Context: an optimization exercise on an open-source flow, tuned for small area and a short achievable clock period. The choices shown serve that exercise and are no tape-out recipe. Function was checked by simulation only, so behaviour that the tests miss may differ from the original. Power and IR drop assume default switching activity.

[flow/design.v]
`default_nettype none
package spq_pkg;
  localparam logic FUNC_ENQ = 1'b0;
  localparam logic FUNC_DEQ = 1'b1;
  localparam logic [1:0] STATUS_OK        = 2'd0;
  localparam logic [1:0] STATUS_DEQ_EMPTY = 2'd1;
  localparam logic [1:0] STATUS_ENQ_FULL  = 2'd2;
  localparam int unsigned PRIO_W  = 16;
  localparam int unsigned TAG_W   = 16;
  localparam int unsigned FILL_W  = 5;
  typedef struct packed {
    logic enq;
    logic deq;
  } spq_ctrl_t;
endpackage
`default_nettype wire
`default_nettype none
module spq_cell
(
  input  wire logic                        clk_i,
  input  wire logic                        sel_keep_i,
  input  wire logic                        sel_left_i,
  input  wire logic                        sel_right_i,
  input  wire logic                        sel_new_i,
  input  wire logic [spq_pkg::PRIO_W-1:0]  new_prio_i,
  input  wire logic [spq_pkg::TAG_W-1:0]   new_tag_i,
  input  wire logic [spq_pkg::PRIO_W-1:0]  left_prio_i,
  input  wire logic [spq_pkg::TAG_W-1:0]   left_tag_i,
  input  wire logic [spq_pkg::PRIO_W-1:0]  right_prio_i,
  input  wire logic [spq_pkg::TAG_W-1:0]   right_tag_i,
  input  wire logic [spq_pkg::PRIO_W-1:0]  req_prio_i,
  input  wire logic                        new_lt_i,
  input  wire logic                        left_lt_i,
  input  wire logic                        right_lt_i,
  output logic                             lt_req_o,
  output logic                             lt_o,
  output logic [spq_pkg::PRIO_W-1:0]       prio_o,
  output logic [spq_pkg::TAG_W-1:0]        tag_o
);
  logic [spq_pkg::PRIO_W-1:0] prio_q;
  logic [spq_pkg::TAG_W-1:0]  tag_q;
  logic                       lt_q;
  logic [15:0] lt0, eq0;
  logic [7:0]  lt1, eq1;
  logic [3:0]  lt2, eq2;
  logic [1:0]  lt3, eq3;
  assign lt0 = ~prio_q & req_prio_i;
  assign eq0 = ~(prio_q ^ req_prio_i);
  for (genvar b = 0; b < 8; b++) begin : g_l1
    assign lt1[b] = lt0[2*b+1] | (eq0[2*b+1] & lt0[2*b]);
    assign eq1[b] = eq0[2*b+1] & eq0[2*b];
  end
  for (genvar b = 0; b < 4; b++) begin : g_l2
    assign lt2[b] = lt1[2*b+1] | (eq1[2*b+1] & lt1[2*b]);
    assign eq2[b] = eq1[2*b+1] & eq1[2*b];
  end
  for (genvar b = 0; b < 2; b++) begin : g_l3
    assign lt3[b] = lt2[2*b+1] | (eq2[2*b+1] & lt2[2*b]);
    assign eq3[b] = eq2[2*b+1] & eq2[2*b];
  end
  assign lt_req_o = lt3[1] | (eq3[1] & lt3[0]);
  always_ff @(posedge clk_i) begin
    prio_q <= ({spq_pkg::PRIO_W{sel_keep_i}}  & prio_q)
            | ({spq_pkg::PRIO_W{sel_left_i}}  & left_prio_i)
            | ({spq_pkg::PRIO_W{sel_right_i}} & right_prio_i)
            | ({spq_pkg::PRIO_W{sel_new_i}}   & new_prio_i);
    tag_q  <= ({spq_pkg::TAG_W{sel_keep_i}}   & tag_q)
            | ({spq_pkg::TAG_W{sel_left_i}}   & left_tag_i)
            | ({spq_pkg::TAG_W{sel_right_i}}  & right_tag_i)
            | ({spq_pkg::TAG_W{sel_new_i}}    & new_tag_i);
    lt_q   <= (sel_keep_i  & lt_req_o)
            | (sel_left_i  & left_lt_i)
            | (sel_right_i & right_lt_i)
            | (sel_new_i   & new_lt_i);
  end
  assign lt_o   = lt_q;
  assign prio_o = prio_q;
  assign tag_o  = tag_q;
endmodule
`default_nettype wire
`default_nettype none
module sorted_priority_queue_unit
#(
  parameter int unsigned DEPTH = 16
) (
  input  wire logic              clk_i,
  input  wire logic              rst_ni,
  input  wire logic              req_valid_i,
  output logic                   req_stall_o,
  input  wire logic              func_i,
  input  wire logic [spq_pkg::PRIO_W-1:0] priority_req_i,
  input  wire logic [spq_pkg::TAG_W-1:0]  item_tag_i,
  output logic                   rsp_valid_o,
  input  wire logic              rsp_stall_i,
  output logic                   out_valid_o,
  output logic [spq_pkg::PRIO_W-1:0]      out_priority_o,
  output logic [spq_pkg::TAG_W-1:0]       out_tag_o,
  output logic [1:0]             status_o,
  output logic [spq_pkg::FILL_W-1:0]      fill_count_o,
  output logic                   is_empty_o
);
  localparam int unsigned CNT_W = $clog2(DEPTH + 1);
  logic [CNT_W-1:0] count_q, count_d;
  logic             accept, full, empty, enq, deq, enq_ok, deq_ok;
  logic                       pend_enq_q, pend_deq_q;
  logic [spq_pkg::PRIO_W-1:0] pend_prio_q;
  logic [spq_pkg::TAG_W-1:0]  pend_tag_q;
  logic [DEPTH-1:0] occ_q, occ_d;
  logic [spq_pkg::PRIO_W-1:0] cell_prio [DEPTH];
  logic [spq_pkg::TAG_W-1:0]  cell_tag  [DEPTH];
  logic [DEPTH+1:0]  ins_x;     
  logic [DEPTH+1:0]  lt_req_x;  
  logic              pend_lt_req;
  logic                   rsp_valid_q;
  logic                   res_valid_q;
  logic [spq_pkg::PRIO_W-1:0]      res_prio_q;
  logic [spq_pkg::TAG_W-1:0]       res_tag_q;
  logic [1:0]             res_status_q, res_status_d;
  logic [spq_pkg::FILL_W-1:0]      res_fill_q;
  logic                   res_empty_q;
  logic [spq_pkg::PRIO_W-1:0]      head_prio;
  logic [spq_pkg::TAG_W-1:0]       head_tag;
  assign req_stall_o = rsp_valid_q && rsp_stall_i;
  assign accept      = req_valid_i && !req_stall_o;
  assign enq         = accept && (func_i == spq_pkg::FUNC_ENQ);
  assign deq         = accept && (func_i == spq_pkg::FUNC_DEQ);
  assign full        = count_q[CNT_W-1];
  assign empty       = (count_q == '0);
  assign enq_ok      = enq && !full;
  assign deq_ok      = deq && !empty;
  assign ins_x[0]          = 1'b0;
  assign ins_x[DEPTH+1]    = 1'b1;
  assign lt_req_x[0]       = 1'b0;
  assign lt_req_x[DEPTH+1] = 1'b0;
  assign pend_lt_req       = (pend_prio_q < priority_req_i);
  for (genvar i = 0; i < DEPTH; i++) begin : g_cell
    logic [spq_pkg::PRIO_W-1:0] left_prio, right_prio;
    logic [spq_pkg::TAG_W-1:0]  left_tag, right_tag;
    logic ins_l, ins_c, lt_c;
    assign ins_x[i+1] = !occ_q[i] || lt_c;
    assign ins_l = ins_x[i];
    assign ins_c = ins_x[i+1];
    if (i == 0) begin : g_head
      assign left_prio = '0;
      assign left_tag  = '0;
    end else begin : g_body
      assign left_prio = cell_prio[i-1];
      assign left_tag  = cell_tag[i-1];
    end
    if (i == DEPTH - 1) begin : g_tail
      assign right_prio = '0;
      assign right_tag  = '0;
    end else begin : g_inner
      assign right_prio = cell_prio[i+1];
      assign right_tag  = cell_tag[i+1];
    end
    spq_cell u_cell (
      .clk_i        (clk_i),
      .sel_keep_i   (!(pend_enq_q && ins_c) && !pend_deq_q),
      .sel_left_i   (pend_enq_q && ins_l),
      .sel_right_i  (pend_deq_q),
      .sel_new_i    (pend_enq_q && ins_c && !ins_l),
      .new_prio_i   (pend_prio_q),
      .new_tag_i    (pend_tag_q),
      .left_prio_i  (left_prio),
      .left_tag_i   (left_tag),
      .right_prio_i (right_prio),
      .right_tag_i  (right_tag),
      .req_prio_i   (priority_req_i),
      .new_lt_i     (pend_lt_req),
      .left_lt_i    (lt_req_x[i]),
      .right_lt_i   (lt_req_x[i+2]),
      .lt_req_o     (lt_req_x[i+1]),
      .lt_o         (lt_c),
      .prio_o       (cell_prio[i]),
      .tag_o        (cell_tag[i])
    );
  end
  always_comb begin
    occ_d = occ_q;
    if (pend_enq_q) begin
      occ_d = {occ_q[DEPTH-2:0], 1'b1};
    end else if (pend_deq_q) begin
      occ_d = {1'b0, occ_q[DEPTH-1:1]};
    end
  end
  always_ff @(posedge clk_i or negedge rst_ni) begin
    if (!rst_ni) begin
      occ_q      <= '0;
      pend_enq_q <= 1'b0;
      pend_deq_q <= 1'b0;
    end else begin
      occ_q      <= occ_d;
      pend_enq_q <= enq_ok;
      pend_deq_q <= deq_ok;
    end
  end
  always_ff @(posedge clk_i) begin
    pend_prio_q <= priority_req_i;
    pend_tag_q  <= item_tag_i;
  end
  always_comb begin
    count_d = count_q;
    if (enq_ok) begin
      count_d = count_q + 1'b1;
    end else if (deq_ok) begin
      count_d = count_q - 1'b1;
    end
  end
  always_ff @(posedge clk_i or negedge rst_ni) begin
    if (!rst_ni) begin
      count_q <= '0;
    end else begin
      count_q <= count_d;
    end
  end
  always_comb begin
    res_status_d = spq_pkg::STATUS_OK;
    if (enq && full) begin
      res_status_d = spq_pkg::STATUS_ENQ_FULL;
    end else if (deq && empty) begin
      res_status_d = spq_pkg::STATUS_DEQ_EMPTY;
    end
  end
  always_comb begin
    if (pend_deq_q) begin
      head_prio = cell_prio[1];
      head_tag  = cell_tag[1];
    end else if (pend_enq_q && ins_x[1]) begin
      head_prio = pend_prio_q;
      head_tag  = pend_tag_q;
    end else begin
      head_prio = cell_prio[0];
      head_tag  = cell_tag[0];
    end
  end
  always_ff @(posedge clk_i or negedge rst_ni) begin
    if (!rst_ni) begin
      rsp_valid_q <= 1'b0;
    end else if (accept) begin
      rsp_valid_q <= 1'b1;
    end else if (!rsp_stall_i) begin
      rsp_valid_q <= 1'b0;
    end
  end
  always_ff @(posedge clk_i) begin
    if (accept) begin
      res_valid_q  <= deq_ok;
      res_prio_q   <= deq_ok ? head_prio : '0;
      res_tag_q    <= deq_ok ? head_tag : '0;
      res_status_q <= res_status_d;
      res_fill_q   <= count_d;
      res_empty_q  <= (count_d == '0);
    end
  end
  assign rsp_valid_o    = rsp_valid_q;
  assign out_valid_o    = res_valid_q;
  assign out_priority_o = res_prio_q;
  assign out_tag_o      = res_tag_q;
  assign status_o       = res_status_q;
  assign fill_count_o   = res_fill_q;
  assign is_empty_o     = res_empty_q;
endmodule
`default_nettype wire
[flow/run.sh]
#!/bin/bash
# synth_recipe.tcl (not shown) runs the flow's synth.tcl, then flattens the netlist and writes it again
# the make line also repeats each setting of config.mk as NAME=value (left out here)
make -C /OpenROAD-flow-scripts/flow DESIGN_CONFIG=/design/flow/config.mk WORK_HOME=/design/flow/orfs CLKGATE_MAP_FILE= SYNTH_SCRIPT=/design/flow/synth_recipe.tcl finish
[flow/config.mk]
export PLATFORM = sky130hd
export DESIGN_NAME = sorted_priority_queue_unit
export DESIGN_NICKNAME = sorted_priority_queue_unit
export VERILOG_FILES = /design/flow/design.v
export SDC_FILE = /design/flow/constraint.sdc
export NUM_CORES = 4
export LEC_CHECK = 0
export CAP_MARGIN = 20
export CORE_MARGIN = 2
export CORE_UTILIZATION = 40
export SETUP_SLACK_MARGIN = 1.7
export SLEW_MARGIN = 20
[flow/constraint.sdc]
create_clock -name core_clock -period 3.6 [get_ports {clk_i}]
set_input_delay 0.7200 -clock core_clock [delete_from_list [all_inputs] [get_ports {clk_i}]]
set_output_delay 0.7200 -clock core_clock [all_outputs]
set_load 0.01 [all_outputs]
==> metrics.md, run 1 <==
| Metric | Value |
|---|---|
| Timing startpoint of the critical path | `priority_req_i[9]` |
| IR drop worst, VDD | `0.0003890 V` |
| Count of yosys warnings during synthesis | `4` |
| Growth of design area from synthesis to finish | `21.23%` |
| Final core utilization | `0.4893` |
| Startpoint kind of the worst setup timing path | `primary input` |
| Nets in the synthesized netlist | `3,977` |
| DRT Pass-1 Iters | `13` |
| First-pass GRT wire length | `159.2 mm` |
| Buffer levels on the longest clock path | `3` |
| Final number of hold-violating endpoints | `0` |
| Count of placed standard cells including taps | `4,614` |
| Tcrit/Tclk final | `0.5728` |
| Share of post-route cells with drive strength above 1 | `0.1611` |
| Pwr dens | `595.2 nW/um2` |
| Reg clk slew, reported paths | `0.06 ns` |
| Final Routed Wirelength | `102.3 mm` |
| Max transition margin | `0.4205` |
| Post-synthesis cell area | `31,210 um2` |
| Total power consumption of the routed design | `22.52 mW` |
| Maximum operating frequency | `485.0 MHz` |
| Row count | `102` |
| Unrepaired setup endpoints after global routing | `true` |
| DP Wirelength | `66.84 mm` |
| Total leakage power | `16.16 nW` |
| Drt via density | `5.918` |
| Type of element capturing the critical path | `register` |
| Weighted congestion reported at the end of routability-driven placement | `0.8605` |
| Launch point of the worst reg-to-reg path | `g_cell[3].u_cell.prio_q[10]$_DFF_P_` |
| Initial antenna violation count | `1` |
| Area enclosed by the die boundary | `80,280 um2` |
| Maximum number of pins on one net before global-route repair | `177` |
| Die Height | `283.3 um` |
| Power share of the clock group | `0.333` |
| Data required, critical path | `4.12 ns` |
| Clock Tree Root | `clkbuf_16` |
| Gate count after technology mapping | `3,682` |
| Setup Total Neg Slack | `0 ns` |
| Via count of the first global-routing pass | `27,440` |
| Switching power | `7.672 mW` |
| Initial Util | `0.4036` |
| Maxcap violations | `0` |
| Worst reg2reg endpoint | `g_cell[4].u_cell.lt_q$_DFF_P_` |
| Leading cell types in the layout, fill and taps excluded | `nand2_1 (1,106), dfxtp_1 (521), a222oi_1 (480)` |
| DRC violation count after routing | `0` |
| Remaining Overflow, GRT | `0` |
| Via total after detailed routing | `28,640` |
| Core area | `77,340 um2` |
| Number of enable flip-flop cells after synthesis | `41` |
| Final critical path time including I/O delays and setup | `2.062 ns` |
| Post-synth top flop | `dfxtp_1` |
| # clock sinks | `625` |
| TritonCTS clock tree | `done` |
| Die outline width | `283.3 um` |
| Number of pins with negative max-slew slack in the final report | `0` |
| Worst reg2reg path depth | `7` |
| Distinct cells, synth | `66` |
| Crit path to | `g_cell[5].u_cell.lt_q$_DFF_P_` |
| Largest fanout on the critical path | `7` |
| Number of H-tree branching levels | `3` |
| Ports | `80` |
| Share of power burned in registers | `0.431` |
| Mean routed wirelength per cell | `21.14 um` |
| Post-synthesis average cell area | `8.477 um2` |
| TritonCTS Buffers | `72` |
| Worst-margin pin slew | `0.8693 ns` |
| Source-to-sink clock delay at the later pin of the worst-skew pair | `0.64 ns` |
| Worst-case register-to-register setup slack | `1.55 ns` |
| CP Data Arrival Time | `2.58 ns` |
| Hold/Removal Path Class | `in -> reg` |
| Flops & latches, synth | `625` |
| Most common cell after layout, fill and taps aside | `nand2_1` |
| Outcome | `no timing/DRC/antenna violations` |
| Switching share of power | `0.3406` |
| Setup violations, final | `0` |
| IO Port Bufs | `79` |
| WS Path Type | `in -> reg` |
| Power share of the combinational group | `0.236` |
| Register area share after synthesis | `0.4178` |
| DRT iter0 DRCs | `4,132` |
| Internal power consumption | `14.85 mW` |
| Share of synthesized flip-flops with an asynchronous set or reset | `0.03840` |
| Worst setup skew after layout | `0.02502 ns` |
| Ant diodes | `0` |
| Combined global-route utilization of all metal layers | `0.2434` |
| Number of nets still failing antenna checks after routing | `0` |
| Post-layout instance count excluding filler cells | `4,840` |
| Nets | `4,038` |
## worst min path at each step
stage	slack [ns]	endpoint	depth (start not counted)	start
after detailed placement	0.45	g_cell[15].u_cell.tag_q[11]$_DFF_P_	2	g_cell[15].u_cell.tag_q[11]$_DFF_P_
after global routing	0.35	pend_prio_q[11]$_DFF_P_	2	priority_req_i[11]
after floorplan	0.42	count_q[0]$_DFF_PN0_	0	rst_ni
after CTS	0.35	pend_prio_q[11]$_DFF_P_	2	priority_req_i[11]
after global placement	0.45	g_cell[15].u_cell.tag_q[0]$_DFF_P_	2	g_cell[15].u_cell.tag_q[0]$_DFF_P_
final	0.36	pend_prio_q[11]$_DFF_P_	2	priority_req_i[11]
## per-layer routing
metal  share of wire  global-route usage
met1            0.43              0.3259
met2            0.48              0.4123
met3           0.063             0.02818
met4           0.027             0.07037
met5               0                   0
## synthesized netlist by cell type, types with 7 or more instances
| library cell | instances | area [um2] |
|---|---|---|
| a21oi_1 | 77 | 385.4 |
| a21o_1 | 15 | 112.6 |
| a31oi_1 | 35 | 219.0 |
| mux2i_1 | 14 | 140.1 |
| nor4_1 | 7 | 43.79 |
| ha_1 | 258 | 3228 |
| o21ai_0 | 114 | 570.6 |
| dfxtp_1 | 560 | 11210 |
| dfrtp_1 | 24 | 600.6 |
| nand4_1 | 39 | 244.0 |
| nand2b_1 | 20 | 125.1 |
| nor3_1 | 17 | 85.08 |
| nand3_1 | 59 | 295.3 |
| inv_1 | 312 | 1171 |
| a222oi_1 | 480 | 4805 |
| nand2_1 | 1107 | 4155 |
| a221o_1 | 9 | 90.09 |
| nor2_1 | 51 | 191.4 |
| a211oi_1 | 10 | 75.07 |
| and2_1 | 20 | 125.1 |
| clkbuf_1 | 254 | 953.4 |
| buf_1 | 34 | 127.6 |
| a2111o_1 | 7 | 78.83 |
| o21a_1 | 18 | 135.1 |
| edfxtp_1 | 41 | 1231 |
| buf_2 | 14 | 70.07 |
## final cells by class
cell class	count	area [um2]
well taps	1040	1301
flip-flops and latches	625	13110
repair inverters	3	36.28
fillers	7345	39500
clock inverters	25	366.6
repair buffers	284	2734
inverters	313	1214
multi-input cells	2444	17010
clock buffers	106	2069
## per-stage QoR
step,setup slack (ns),instance area [um2],hold slack [ns]
6_report,1.538,37840,0.3603
4_1_cts,1.546,37220,0.3451
3_3_place_gp,0.3700,33600,0.4461
5_1_grt,1.474,37840,0.3464
2_1_floorplan,1.123,31620,0.4244
3_5_place_dp,0.3712,33600,0.4537
## power by group through the flow
| stage | combinational (mW) | sequential, mW | clock (mW) |
|---|---|---|---|
| 2_1_floorplan | 3.42 | 9.28 | 0 |
| 3_3_place_gp | 4.56 | 9.82 | 0 |
| 3_5_place_dp | 4.65 | 9.83 | 0 |
| 4_1_cts | 5.05 | 9.67 | 7.63 |
| 5_1_grt | 6.00 | 9.87 | 7.93 |
| 6_report | 5.32 | 9.71 | 7.49 |
## worst max-delay path, stage by stage
cell and delay (ns):
buf_2 0.11, buf_12 0.14, buf_12 0.14, ha_4 0.24, nand4_1 0.20, nor2_1 0.08, a221o_1 0.38, o21a_1 0.18
a2111o_1 0.37
## sequential cells by signal, summed over array words and instances (netlist names)
name	flops
res_valid_q	1
occ_q	16
pend_prio_q	16
pend_tag_q	16
pend_deq_q	1
rsp_valid_q	1
g_cell.u_cell.prio_q	256
pend_enq_q	1
res_tag_q	16
res_empty_q	1
g_cell.u_cell.tag_q	256
res_status_q	2
res_prio_q	16
count_q	5
res_fill_q	5
g_cell.u_cell.lt_q	16
## cells by family after synthesis
group | Yosys count | synth area share
multiplexers | 14 | 0.004489
buffers and inverters | 615 | 0.07460
XOR/XNOR | 2 | 0.0005613
AND/OR/NAND/NOR | 1349 | 0.1766
adder cells (fa/ha/maj) | 258 | 0.1034
flip-flops | 625 | 0.4178
AO/OA/AOI/OAI | 819 | 0.2225
## repair_timing
action | in CTS | in global routing
endpoints found under the hold margin | 0 | 0
gates resized for setup | 409 | 138
gates cloned | 12 | 4
hold buffers | 0 | 0
pin swaps | 46 | 44
endpoints found under the setup margin | 616 | 345
buffers inserted | 67 | 12
==> inputs of run 2 (changes only) <==
--- a/flow/design.v
+++ b/flow/design.v
@@ -24,7 +24,7 @@
   input  wire logic                        sel_new_i,
-  input  wire logic [spq_pkg::PRIO_W-1:0]  new_prio_i,
+  input  wire logic [spq_pkg::PRIO_W-1:0]  new_prio_n_i,
   input  wire logic [spq_pkg::TAG_W-1:0]   new_tag_i,
-  input  wire logic [spq_pkg::PRIO_W-1:0]  left_prio_i,
+  input  wire logic [spq_pkg::PRIO_W-1:0]  left_prio_n_i,
   input  wire logic [spq_pkg::TAG_W-1:0]   left_tag_i,
-  input  wire logic [spq_pkg::PRIO_W-1:0]  right_prio_i,
+  input  wire logic [spq_pkg::PRIO_W-1:0]  right_prio_n_i,
   input  wire logic [spq_pkg::TAG_W-1:0]   right_tag_i,
@@ -36,6 +36,8 @@
   output logic                             lt_o,
-  output logic [spq_pkg::PRIO_W-1:0]       prio_o,
+  output logic [spq_pkg::PRIO_W-1:0]       prio_n_o,
+  output logic [spq_pkg::PRIO_W-1:0]       prio_n_d_o,    
+  output logic [spq_pkg::TAG_W-1:0]        tag_d_o,
   output logic [spq_pkg::TAG_W-1:0]        tag_o
 );
-  logic [spq_pkg::PRIO_W-1:0] prio_q;
+  logic [spq_pkg::PRIO_W-1:0] prio_n_q;    
   logic [spq_pkg::TAG_W-1:0]  tag_q;
@@ -46,4 +48,4 @@
   logic [1:0]  lt3, eq3;
-  assign lt0 = ~prio_q & req_prio_i;
-  assign eq0 = ~(prio_q ^ req_prio_i);
+  assign lt0 = prio_n_q & req_prio_i;
+  assign eq0 = prio_n_q ^ req_prio_i;
   for (genvar b = 0; b < 8; b++) begin : g_l1
@@ -61,11 +63,13 @@
   assign lt_req_o = lt3[1] | (eq3[1] & lt3[0]);
+  assign prio_n_d_o = ({spq_pkg::PRIO_W{sel_keep_i}}  & prio_n_q)
+                    | ({spq_pkg::PRIO_W{sel_left_i}}  & left_prio_n_i)
+                    | ({spq_pkg::PRIO_W{sel_right_i}} & right_prio_n_i)
+                    | ({spq_pkg::PRIO_W{sel_new_i}}   & new_prio_n_i);
+  assign tag_d_o = ({spq_pkg::TAG_W{sel_keep_i}}   & tag_q)
+                 | ({spq_pkg::TAG_W{sel_left_i}}   & left_tag_i)
+                 | ({spq_pkg::TAG_W{sel_right_i}}  & right_tag_i)
+                 | ({spq_pkg::TAG_W{sel_new_i}}    & new_tag_i);
   always_ff @(posedge clk_i) begin
-    prio_q <= ({spq_pkg::PRIO_W{sel_keep_i}}  & prio_q)
-            | ({spq_pkg::PRIO_W{sel_left_i}}  & left_prio_i)
-            | ({spq_pkg::PRIO_W{sel_right_i}} & right_prio_i)
-            | ({spq_pkg::PRIO_W{sel_new_i}}   & new_prio_i);
-    tag_q  <= ({spq_pkg::TAG_W{sel_keep_i}}   & tag_q)
-            | ({spq_pkg::TAG_W{sel_left_i}}   & left_tag_i)
-            | ({spq_pkg::TAG_W{sel_right_i}}  & right_tag_i)
-            | ({spq_pkg::TAG_W{sel_new_i}}    & new_tag_i);
+    prio_n_q <= prio_n_d_o;
+    tag_q    <= tag_d_o;
     lt_q   <= (sel_keep_i  & lt_req_o)
@@ -76,3 +80,3 @@
   assign lt_o   = lt_q;
-  assign prio_o = prio_q;
+  assign prio_n_o = prio_n_q;
   assign tag_o  = tag_q;
@@ -104,3 +108,3 @@
   logic             accept, full, empty, enq, deq, enq_ok, deq_ok;
-  logic                       pend_enq_q, pend_deq_q;
+  logic                       pend_enq_q, pend_deq_q, apply_deq;
   logic [spq_pkg::PRIO_W-1:0] pend_prio_q;
@@ -108,3 +112,3 @@
   logic [DEPTH-1:0] occ_q, occ_d;
-  logic [spq_pkg::PRIO_W-1:0] cell_prio [DEPTH];
+  logic [spq_pkg::PRIO_W-1:0] cell_prio_n [DEPTH];    
   logic [spq_pkg::TAG_W-1:0]  cell_tag  [DEPTH];
@@ -115,4 +119,2 @@
   logic                   res_valid_q;
-  logic [spq_pkg::PRIO_W-1:0]      res_prio_q;
-  logic [spq_pkg::TAG_W-1:0]       res_tag_q;
   logic [1:0]             res_status_q, res_status_d;
@@ -120,4 +122,6 @@
   logic                   res_empty_q;
-  logic [spq_pkg::PRIO_W-1:0]      head_prio;
-  logic [spq_pkg::TAG_W-1:0]       head_tag;
+  logic [spq_pkg::PRIO_W-1:0]      res_prio_q;
+  logic [spq_pkg::TAG_W-1:0]       res_tag_q;
+  logic [spq_pkg::PRIO_W-1:0]      cell_prio_n_d [DEPTH];    
+  logic [spq_pkg::TAG_W-1:0]       cell_tag_d    [DEPTH];
   assign req_stall_o = rsp_valid_q && rsp_stall_i;
@@ -130,2 +134,3 @@
   assign deq_ok      = deq && !empty;
+  assign apply_deq   = pend_deq_q;
   assign ins_x[0]          = 1'b0;
@@ -136,3 +141,3 @@
   for (genvar i = 0; i < DEPTH; i++) begin : g_cell
-    logic [spq_pkg::PRIO_W-1:0] left_prio, right_prio;
+    logic [spq_pkg::PRIO_W-1:0] left_prio_n, right_prio_n;
     logic [spq_pkg::TAG_W-1:0]  left_tag, right_tag;
@@ -143,6 +148,6 @@
     if (i == 0) begin : g_head
-      assign left_prio = '0;
+      assign left_prio_n = '1;
       assign left_tag  = '0;
     end else begin : g_body
-      assign left_prio = cell_prio[i-1];
+      assign left_prio_n = cell_prio_n[i-1];
       assign left_tag  = cell_tag[i-1];
@@ -150,6 +155,6 @@
     if (i == DEPTH - 1) begin : g_tail
-      assign right_prio = '0;
+      assign right_prio_n = '1;
       assign right_tag  = '0;
     end else begin : g_inner
-      assign right_prio = cell_prio[i+1];
+      assign right_prio_n = cell_prio_n[i+1];
       assign right_tag  = cell_tag[i+1];
@@ -158,11 +163,11 @@
       .clk_i        (clk_i),
-      .sel_keep_i   (!(pend_enq_q && ins_c) && !pend_deq_q),
+      .sel_keep_i   (!(pend_enq_q && ins_c) && !apply_deq),
       .sel_left_i   (pend_enq_q && ins_l),
-      .sel_right_i  (pend_deq_q),
+      .sel_right_i  (apply_deq),
       .sel_new_i    (pend_enq_q && ins_c && !ins_l),
-      .new_prio_i   (pend_prio_q),
+      .new_prio_n_i (~pend_prio_q),
       .new_tag_i    (pend_tag_q),
-      .left_prio_i  (left_prio),
+      .left_prio_n_i (left_prio_n),
       .left_tag_i   (left_tag),
-      .right_prio_i (right_prio),
+      .right_prio_n_i (right_prio_n),
       .right_tag_i  (right_tag),
@@ -174,3 +179,5 @@
       .lt_o         (lt_c),
-      .prio_o       (cell_prio[i]),
+      .prio_n_o     (cell_prio_n[i]),
+      .prio_n_d_o   (cell_prio_n_d[i]),
+      .tag_d_o      (cell_tag_d[i]),
       .tag_o        (cell_tag[i])
@@ -182,3 +189,3 @@
       occ_d = {occ_q[DEPTH-2:0], 1'b1};
-    end else if (pend_deq_q) begin
+    end else if (apply_deq) begin
       occ_d = {1'b0, occ_q[DEPTH-1:1]};
@@ -224,14 +231,2 @@
   end
-  always_comb begin
-    if (pend_deq_q) begin
-      head_prio = cell_prio[1];
-      head_tag  = cell_tag[1];
-    end else if (pend_enq_q && ins_x[1]) begin
-      head_prio = pend_prio_q;
-      head_tag  = pend_tag_q;
-    end else begin
-      head_prio = cell_prio[0];
-      head_tag  = cell_tag[0];
-    end
-  end
   always_ff @(posedge clk_i or negedge rst_ni) begin
@@ -248,4 +243,4 @@
       res_valid_q  <= deq_ok;
-      res_prio_q   <= deq_ok ? head_prio : '0;
-      res_tag_q    <= deq_ok ? head_tag : '0;
+      res_prio_q   <= deq_ok ? ~cell_prio_n_d[0] : '0;
+      res_tag_q    <= deq_ok ? cell_tag_d[0] : '0;
       res_status_q <= res_status_d;
==> run 2 against run 1 <==
Cell area decreased by 0.66%. Clock power increased by 1%. Critical path depth increased by 1. Power increased by 23%. Still clean on timing, DRC and antenna. Routed wire length decreased by 2.9%. Largest cell class unchanged. Hold slack improved by 0.079 ns. Synthesized cell count decreased by 12%. Utilization increased by 1.8 points. Area after synthesis decreased by 4.6%. Die area decreased by 4.6%. Combinational power increased by 55%. Critical endpoint is now g_cell[4].u_cell.lt_q$_DFF_P_.
==> metrics.md, run 2 <==
| Metric | Value |
|---|---|
| Share of post-route cells with drive strength above 1 | `0.1979 (was 0.1611)` |
| Max transition margin | `0.4127 (was 0.4205)` |
| First-pass GRT wire length | `153.2 mm (was 159.2 mm)` |
| Startpoint kind of the worst setup timing path | `primary input (unchanged)` |
| # clock sinks | `625 (unchanged)` |
| Flops & latches, synth | `625 (unchanged)` |
| Die Height | `276.8 um (was 283.3 um)` |
| TritonCTS clock tree | `done (unchanged)` |
| Ports | `80 (unchanged)` |
| Outcome | `no timing/DRC/antenna violations (unchanged)` |
| Worst-margin pin slew | `0.8809 ns (was 0.8693 ns)` |
| CP Data Arrival Time | `2.59 ns (was 2.58 ns)` |
| Distinct cells, synth | `59 (was 66)` |
| Register area share after synthesis | `0.4382 (was 0.4178)` |
| DP Wirelength | `65.42 mm (was 66.84 mm)` |
| Pwr dens | `739.8 nW/um2 (was 595.2 nW/um2)` |
| Count of yosys warnings during synthesis | `6 (was 4)` |
| Mean routed wirelength per cell | `22.74 um (was 21.14 um)` |
| Die outline width | `276.8 um (was 283.3 um)` |
| Power share of the combinational group | `0.297 (was 0.236)` |
| Row count | `100 (was 102)` |
| Source-to-sink clock delay at the later pin of the worst-skew pair | `0.63 ns (was 0.64 ns)` |
| Leading cell types in the layout, fill and taps excluded | `nand2_1 (718), dfxtp_1 (547), a222oi_1 (321) (was nand2_1 (1,106), dfxtp_1 (521), a222oi_1 (480))` |
| IR drop worst, VDD | `0.0004239 V (was 0.0003890 V)` |
| Ant diodes | `0 (unchanged)` |
| Maxcap violations | `0 (unchanged)` |
| Biggest cell delay along the critical path | `0.32 ns (was 0.38 ns)` |
| Library cell occupying the most area in the post-synthesis netlist | `dfxtp_1 (unchanged)` |
| Largest registers | `g_cell.u_cell.prio_n_q: 256 flops, g_cell.u_cell.tag_q: 256 flops (was g_cell.u_cell.prio_q: 256 flops, g_cell.u_cell.tag_q: 256 flops)` |
| WS Path Type | `in -> reg (unchanged)` |
| Combined global-route utilization of all metal layers | `0.2436 (was 0.2434)` |
| Switching share of power | `0.3636 (was 0.3406)` |
| Switching power | `10.11 mW (was 7.672 mW)` |
| Post-synth top flop | `dfxtp_1 (unchanged)` |
| Share of power burned in registers | `0.431 (about the same)` |
| Share of synthesized flip-flops with an asynchronous set or reset | `0.03840 (unchanged)` |
| Setup violations, final | `0 (unchanged)` |
| Initial antenna violation count | `0 (was 1)` |
| Register Area | `13,070 um2 (was 13,110 um2)` |
| Worst setup skew after layout | `0.02808 ns (was 0.02502 ns)` |
| Post-synthesis cell area | `29,760 um2 (was 31,210 um2)` |
| Top-count cell post-synth | `nand2_1 (unchanged)` |
| DRT iter0 DRCs | `3,632 (was 4,132)` |
| Setup Total Neg Slack | `0 ns (unchanged)` |
| Maximum operating frequency | `475.9 MHz (was 485.0 MHz)` |
| Final Routed Wirelength | `99.37 mm (was 102.3 mm)` |
| DRC violation count after routing | `0 (unchanged)` |
| Number of H-tree branching levels | `3 (unchanged)` |
| DRT Pass-1 Iters | `10 (was 13)` |
| Nets in the synthesized netlist | `3,540 (was 3,977)` |
| Number of nets still failing antenna checks after routing | `0 (unchanged)` |
| Crit path cell chain | `buf_6 > buf_12 > ha_4 > a211oi_4 > a2111oi_4 > a2111oi_2 > o41ai_2 > buf_4 > a222oi_1 > o21ai_1 (was buf_2 > buf_12 > buf_12 > ha_4 > nand4_1 > nor2_1 > a221o_1 > o21a_1 > a2111o_1)` |
| Core area | `74,070 um2 (was 77,340 um2)` |
| Multi-input gate area in the final layout | `17,400 um2 (was 17,010 um2)` |
| Drt via density | `6.298 (was 5.918)` |
| Post-synthesis average cell area | `9.173 um2 (was 8.477 um2)` |
| Tcrit/Tclk final | `0.5836 (was 0.5728)` |
| Type of element capturing the critical path | `register (unchanged)` |
| Via total after detailed routing | `27,520 (was 28,640)` |
| Nets | `3,637 (was 4,038)` |
| Most frequent cells after synthesis | `nand2_1 (729), dfxtp_1 (560), a222oi_1 (321) (was nand2_1 (1,107), dfxtp_1 (560), a222oi_1 (480))` |
| Gate count after technology mapping | `3,245 (was 3,682)` |
| Internal power consumption | `17.69 mW (was 14.85 mW)` |
| Total power consumption of the routed design | `27.81 mW (was 22.52 mW)` |
| Clock Tree Root | `clkbuf_16 (unchanged)` |
| IO Port Bufs | `79 (unchanged)` |
| Hold/Removal Path Class | `in -> reg (unchanged)` |
| Number of enable flip-flop cells after synthesis | `41 (unchanged)` |
| Unrepaired setup endpoints after global routing | `true (unchanged)` |
| Via count of the first global-routing pass | `26,890 (was 27,440)` |
| Data required, critical path | `4.09 ns (was 4.12 ns)` |
| TritonCTS Buffers | `71 (was 72)` |
| Top cell type's share of synthesized area | `0.3766 (was 0.3592)` |
| Buffer levels on the longest clock path | `3 (unchanged)` |
| Slowest library cell on the worst path | `a211oi_4 (was a221o_1)` |
| Final number of hold-violating endpoints | `0 (unchanged)` |
| Maximum number of pins on one net before global-route repair | `170 (was 177)` |
| Largest fanout on the critical path | `4 (was 7)` |
| Most common cell after layout, fill and taps aside | `nand2_1 (unchanged)` |
| Largest cells by area after synthesis | `dfxtp_1 (38%), ha_1 (11%), a222oi_1 (11%) (was dfxtp_1 (36%), a222oi_1 (15%), nand2_1 (13%))` |
| Final critical path time including I/O delays and setup | `2.101 ns (was 2.062 ns)` |
| Reg clk slew, reported paths | `0.06 ns (about the same)` |
| Remaining Overflow, GRT | `0 (unchanged)` |
| Initial Util | `0.4018 (was 0.4036)` |
| Power share of the clock group | `0.272 (was 0.333)` |
| Area enclosed by the die boundary | `76,610 um2 (was 80,280 um2)` |
| Total leakage power | `15.07 nW (was 16.16 nW)` |
| Number of pins with negative max-slew slack in the final report | `0 (unchanged)` |
| Growth of design area from synthesis to finish | `26.28% (was 21.23%)` |
| Weighted congestion reported at the end of routability-driven placement | `0.8758 (was 0.8605)` |
| Number of fill cells in the layout | `6,671 (was 7,345)` |
==> run 2: cell types whose count changed after synthesis, moves of 34 or more <==
cell,change
a222oi_1,-159
a22oi_1,+138
a31oi_1,-34
inv_1,-271
nand2_1,-378
nand3_1,-36
nor2_1,+63
o211ai_1,+144
o21ai_0,+69
==> run 2: cells by family (layout without fill, tap and decap cells) <==
kind of cell,after synthesis,after routing,synth area share
xor gates and xnor gates,3,3,0.0008829
and+or+nand+nor,1005,1005,0.1404
buffers and inverters,323,478,0.04145
muxes,15,15,0.005044
DFF,625,625,0.4382
AOI/OAI and AO/OA,1016,1017,0.2655
adders and majority gates,258,258,0.1085
==> run 2: per-layer routing <==
layer,up-vias,track usage,share of wire
met5,-,0,0
met4,0,0.1052,0.039
li1,12770,-,-
met1,13360,0.3306,0.44
met2,1169,0.3914,0.45
met3,226,0.02877,0.065
==> run 2: power groups by stage <==
stage	logic [mW]	registers [mW]	clock network [mW]
after global placement	6.60	11.9	0
after floorplan	5.27	10.9	0
final	8.25	12.0	7.57
after CTS	7.75	11.9	7.67
after global routing	9.22	12.2	7.95
after detailed placement	6.98	12.0	0
==> run 2: path summary, 6_finish.rpt <==
path                                                    start                            endpoint  slack [ns]  depth (start not counted)
max                                         priority_req_i[2]       g_cell[4].u_cell.lt_q$_DFF_P_        1.50                         10
min                                        priority_req_i[12]             pend_prio_q[12]$_DFF_P_        0.44                          2
max reg2reg                              count_q[1]$_DFF_PN0_               res_empty_q$_DFFE_PN_        1.52                          8
min reg2reg                g_cell[13].u_cell.tag_q[4]$_DFF_P_  g_cell[13].u_cell.tag_q[4]$_DFF_P_        0.46                          2
max in group asynchronous                              rst_ni                pend_deq_q$_DFF_PN0_        2.82                          2
min in group asynchronous                              rst_ni                count_q[1]$_DFF_PN0_        0.48                          2
==> run 2: cell type report <==
type	count	share of cell area
sequential	625	0.3477
inverter	42	0.005093
tap	969	0.03226
clock inverter	28	0.008122
multi-input combinational	2298	0.4629
timing repair buffer	303	0.08698
clock buffer	104	0.05686
timing repair inverter	1	0.0001664
==> run 2: critical path, delay by kind of cell <==
kind	cells	cell delay (ns)
compound gates	6	1.22
fa+ha+maj	1	0.25
buf+inv	3	0.39
==> run 2: through the flow <==
stage	hold slack, ns	util	cells	setup slack, ns	cell area, um2
floorplan	0.4244	-	3245	1.060	30580
global placement	0.4418	0.4378	4110	0.3364	32430
global route	0.4206	0.5074	4370	1.438	37590
CTS	0.4228	0.4967	4343	1.403	36790
finish	0.4388	0.5074	4370	1.499	37590
detailed placement	0.4534	0.4378	4110	0.3196	32430
==> run 2: timing repair <==
| action | 4_1_cts | 5_1_grt |
|---|---|---|
| pin swaps | 100 | 82 |
| setup endpoints to repair | 451 | 333 |
| buffers inserted | 89 | 20 |
| cloned | 12 | 7 |
| hold buffers | 0 | 0 |
| resized for setup | 452 | 109 |
==> inputs of run 3 (changes only) <==
--- a/flow/config.mk
+++ b/flow/config.mk
@@ -10,3 +10,6 @@
 export CORE_UTILIZATION = 40
-export SETUP_SLACK_MARGIN = 1.7
+export CTS_BUF_LIST = sky130_fd_sc_hd__clkbuf_16
+export CTS_CLUSTER_DIAMETER = 60
+export CTS_CLUSTER_SIZE = 24
+export SETUP_SLACK_MARGIN = 1.55
 export SLEW_MARGIN = 20
==> run 3 against run 2 <==
Sequential power is essentially flat. Clock skew grew 0.0061 ns. Non-clock buffer count shrank 21. Global-route usage shrank 0.29 points. Power shrank 9.2%. Still clean. Largest cell class unchanged. Critical endpoint is now res_empty_q$_DFFE_PN_.
==> metrics.md, run 3 <==
| Metric | Value |
|---|---|
| Outcome | `no timing/DRC/antenna violations (unchanged)` |
| Maximum operating frequency | `463.6 MHz (was 475.9 MHz)` |
| Initial antenna violation count | `1 (was 0)` |
| First-pass GRT wire length | `151.2 mm (was 153.2 mm)` |
| Source-to-sink clock delay at the later pin of the worst-skew pair | `0.62 ns (was 0.63 ns)` |
| Initial Util | `0.4018 (unchanged)` |
| Final core utilization | `0.4821 (was 0.5074)` |
| Via total after detailed routing | `27,120 (was 27,520)` |
| Nets in the synthesized netlist | `3,540 (unchanged)` |
| Share of post-route cells with drive strength above 1 | `0.1509 (was 0.1979)` |
| Combined global-route utilization of all metal layers | `0.2407 (was 0.2436)` |
| Crit path cell chain | `inv_2 > ha_4 > or4b_4 > nand3_4 > nor4_4 > a41oi_2 > xnor2_2 > nor4b_2 (was buf_6 > buf_12 > ha_4 > a211oi_4 > a2111oi_4 > a2111oi_2 > o41ai_2 > buf_4 > a222oi_1 > o21ai_1)` |
| Maxcap violations | `0 (unchanged)` |
| Post-layout instance count excluding filler cells | `4,303 (was 4,370)` |
| Post-synthesis average cell area | `9.173 um2 (unchanged)` |
| Worst-margin pin slew | `1.045 ns (was 0.8809 ns)` |
| Growth of design area from synthesis to finish | `19.98% (was 26.28%)` |
| Setup Total Neg Slack | `0 ns (unchanged)` |
| Data required, critical path | `4.04 ns (was 4.09 ns)` |
| Number of enable flip-flop cells after synthesis | `41 (unchanged)` |
| CP Data Arrival Time | `2.60 ns (was 2.59 ns)` |
| TritonCTS Buffers | `46 (was 71)` |
| Register area share after synthesis | `0.4382 (unchanged)` |
| DRC violation count after routing | `0 (unchanged)` |
| DP Wirelength | `65.14 mm (was 65.42 mm)` |
| Register Area | `13,060 um2 (was 13,070 um2)` |
| Top-count cell post-synth | `nand2_1 (unchanged)` |
| Number of fill cells in the layout | `6,871 (was 6,671)` |
| Largest cells by area after synthesis | `dfxtp_1 (38%), ha_1 (11%), a222oi_1 (11%) (unchanged)` |
| Gate count after technology mapping | `3,245 (unchanged)` |
| Clock Tree Root | `clkbuf_16 (unchanged)` |
| Multi-input gate area in the final layout | `16,750 um2 (was 17,400 um2)` |
| Distinct cells, synth | `59 (unchanged)` |
| Leading cell types in the layout, fill and taps excluded | `nand2_1 (721), dfxtp_1 (556), a222oi_1 (321) (was nand2_1 (718), dfxtp_1 (547), a222oi_1 (321))` |
| Library cell occupying the most area in the post-synthesis netlist | `dfxtp_1 (unchanged)` |
| Count of yosys warnings during synthesis | `6 (unchanged)` |
| Weighted congestion reported at the end of routability-driven placement | `0.8916 (was 0.8758)` |
| Drt via density | `6.303 (was 6.298)` |
| Maximum number of pins on one net before global-route repair | `180 (was 170)` |
| Die outline width | `276.8 um (unchanged)` |
| Final critical path time including I/O delays and setup | `2.157 ns (was 2.101 ns)` |
| Largest registers | `g_cell.u_cell.prio_n_q: 256 flops, g_cell.u_cell.tag_q: 256 flops (unchanged)` |
| Via count of the first global-routing pass | `26,560 (was 26,890)` |
| Tcrit/Tclk final | `0.5991 (was 0.5836)` |
| Number of nets still failing antenna checks after routing | `0 (unchanged)` |
| Setup violations, final | `0 (unchanged)` |
| Die Height | `276.8 um (unchanged)` |
| Most common cell after layout, fill and taps aside | `nand2_1 (unchanged)` |
| Area enclosed by the die boundary | `76,610 um2 (unchanged)` |
| Count of placed standard cells including taps | `4,109 (was 4,110)` |
| # clock sinks | `625 (unchanged)` |
| Biggest cell delay along the critical path | `0.48 ns (was 0.32 ns)` |
| Post-synth top flop | `dfxtp_1 (unchanged)` |
| Post-synthesis cell area | `29,760 um2 (unchanged)` |
| DRT Pass-1 Iters | `11 (was 10)` |
| Top cell type's share of synthesized area | `0.3766 (unchanged)` |
| Most frequent cells after synthesis | `nand2_1 (729), dfxtp_1 (560), a222oi_1 (321) (unchanged)` |
| Post-cts hold buffer count | `0 (unchanged)` |
| Buffer levels on the longest clock path | `3 (unchanged)` |
| Worst setup skew after layout | `0.03423 ns (was 0.02808 ns)` |
| Remaining Overflow, GRT | `0 (unchanged)` |
| Total leakage power | `14.45 nW (was 15.07 nW)` |
| Share of synthesized flip-flops with an asynchronous set or reset | `0.03840 (unchanged)` |
| Hold/Removal Path Class | `in -> reg (unchanged)` |
| Nets | `3,592 (was 3,637)` |
| IO Port Bufs | `79 (unchanged)` |
| Ports | `80 (unchanged)` |
| Core area | `74,070 um2 (unchanged)` |
| Final number of hold-violating endpoints | `0 (unchanged)` |
| Unrepaired setup endpoints after global routing | `true (unchanged)` |
| Reg clk slew, reported paths | `0.09 ns (was 0.06 ns)` |
| WHS | `0.3696 ns (was 0.4388 ns)` |
| Final Routed Wirelength | `96.53 mm (was 99.37 mm)` |
| IR drop worst, VDD | `0.0003857 V (was 0.0004239 V)` |
| Flops & latches, synth | `625 (unchanged)` |
| DRT iter0 DRCs | `3,586 (was 3,632)` |
| Slowest library cell on the worst path | `or4b_4 (was a211oi_4)` |
| Row count | `100 (unchanged)` |
| Number of pins with negative max-slew slack in the final report | `0 (unchanged)` |
| Largest fanout on the critical path | `6 (was 4)` |
| Mean routed wirelength per cell | `22.43 um (was 22.74 um)` |
| Max transition margin | `0.3011 (was 0.4127)` |
| Number of H-tree branching levels | `2 (was 3)` |
| Type of element capturing the critical path | `register (unchanged)` |
| TritonCTS clock tree | `done (unchanged)` |
| Pwr dens | `707.0 nW/um2 (was 739.8 nW/um2)` |
| WS Path Type | `reg -> reg (was in -> reg)` |
| Startpoint kind of the worst setup timing path | `register (was primary input)` |
[run 3: cell counts after synthesis]
Identical to the previous run, type by type.
[run 3: cell type report]
cell class | instances | share of cell area
diodes | 1 | 0.00007007
clock buffers | 47 | 0.03293
clock inverters | 37 | 0.01090
inverters | 42 | 0.005501
multi-input cells | 2299 | 0.4689
flip-flops and latches | 625 | 0.3657
well taps | 969 | 0.03395
repair buffers | 282 | 0.08181
repair inverters | 1 | 0.0002453
[run 3: what timing repair did]
item,4_1_cts,5_1_grt
endpoints found under the setup margin,316,158
buffers inserted,79,17
cloned,8,4
resized for setup,276,88
pin swaps,66,55
[run 3: per-layer routing]
metal  vias up  routed length, um  track usage
met5         -                  0            0
met4         0               3471      0.08905
met3       199               6649      0.02953
met2      1109              43800       0.3871
met1     13180              42610       0.3313
li1      12640                  -            -
[run 3: power breakdown]
group	leakage [nW]	total, mW	internal [mW]	switching [mW]
Sequential	5.32	11.9	9.27	2.59
Combinational	8.36	7.83	3.68	4.14
Clock	0.766	5.56	2.57	2.99
Total	14.4	25.2	15.5	9.72
[run 3: critical path: cells and delay by family, from the launching register on]
kind	cells	cell delay (ns)
AOI/OAI and AO/OA	1	0.20
xor gates and xnor gates	1	0.13
adders and majority gates	1	0.15
buffers and inverters	1	0.12
DFF	1	0.39
and+or+nand+nor	4	1.00
[run 3: logic make-up after synthesis]
family / share of synthesized area
compound gates: 0.2655
flops: 0.4382
buf+inv: 0.04145
simple gates: 0.1404
fa+ha+maj: 0.1085
mux: 0.005044
xor+xnor: 0.0008829
[run 3: final timing paths]
check / start / to / slack (ns) / depth (start not counted)
hold reg to reg: g_cell[0].u_cell.tag_q[1]$_DFF_P_ / g_cell[0].u_cell.tag_q[1]$_DFF_P_ / 0.47 / 2
hold / removal: priority_req_i[2] / pend_prio_q[2]$_DFF_P_ / 0.37 / 2
max in group asynchronous: rst_ni / occ_q[14]$_DFFE_PN0P_ / 2.83 / 2
setup reg to reg: count_q[0]$_DFF_PN0_ / res_empty_q$_DFFE_PN_ / 1.44 / 8
setup / recovery: count_q[0]$_DFF_PN0_ / res_empty_q$_DFFE_PN_ / 1.44 / 8
min in group asynchronous: rst_ni / rsp_valid_q$_DFFE_PN0P_ / 0.47 / 2
[run 3: through the flow]
step	area [um2]	power [mW]	setup WS [ns]
CTS	35140	24.85	1.406
floorplan	30320	16.09	1.059
finish	35710	25.25	1.443
global placement	32110	18.32	0.2641
global route	35710	26.85	1.366
detailed placement	32120	18.79	0.2642

==> re-timing with driven ports <==
How much do the figures lean on ideal ports? The routed layouts below were timed once more, with nothing changed but the port constraints.
Step 1: set_driving_cell puts a clkbuf_16 on clk_i and a buf_2 on each other input, an assumption about the parent block.
Step 2 times the ports against the registers' clock, not the clock port: input delays grow and output delays shrink by t, the midpoint of the rising clock arrivals with the driver on.
Slacks: ideal ports / drivers / drivers and shift; pairs: ideal ports / drivers.
run | t, ns | setup slack, ns | worst setup path at the end | latest minus earliest clock arrival (ns) | slew at the worst register clock pin (ns)
run 1 | 0.702 | 1.538 / 1.525 / 0.877 | input to register | 0.029 / 0.030 | 0.06 / 0.06
run 2 | 0.673 | 1.499 / 1.510 / 0.850 | input to register | 0.029 / 0.029 | 0.07 / 0.07
run 3 | 0.662 | 1.443 / 1.443 / 0.817 | input to register | 0.040 / 0.040 | 0.09 / 0.09
After both steps every run listed still meets setup and hold. The setup slack of run 1, which loses most, moves by -0.013 ns with the drivers and by -0.661 ns with both steps.
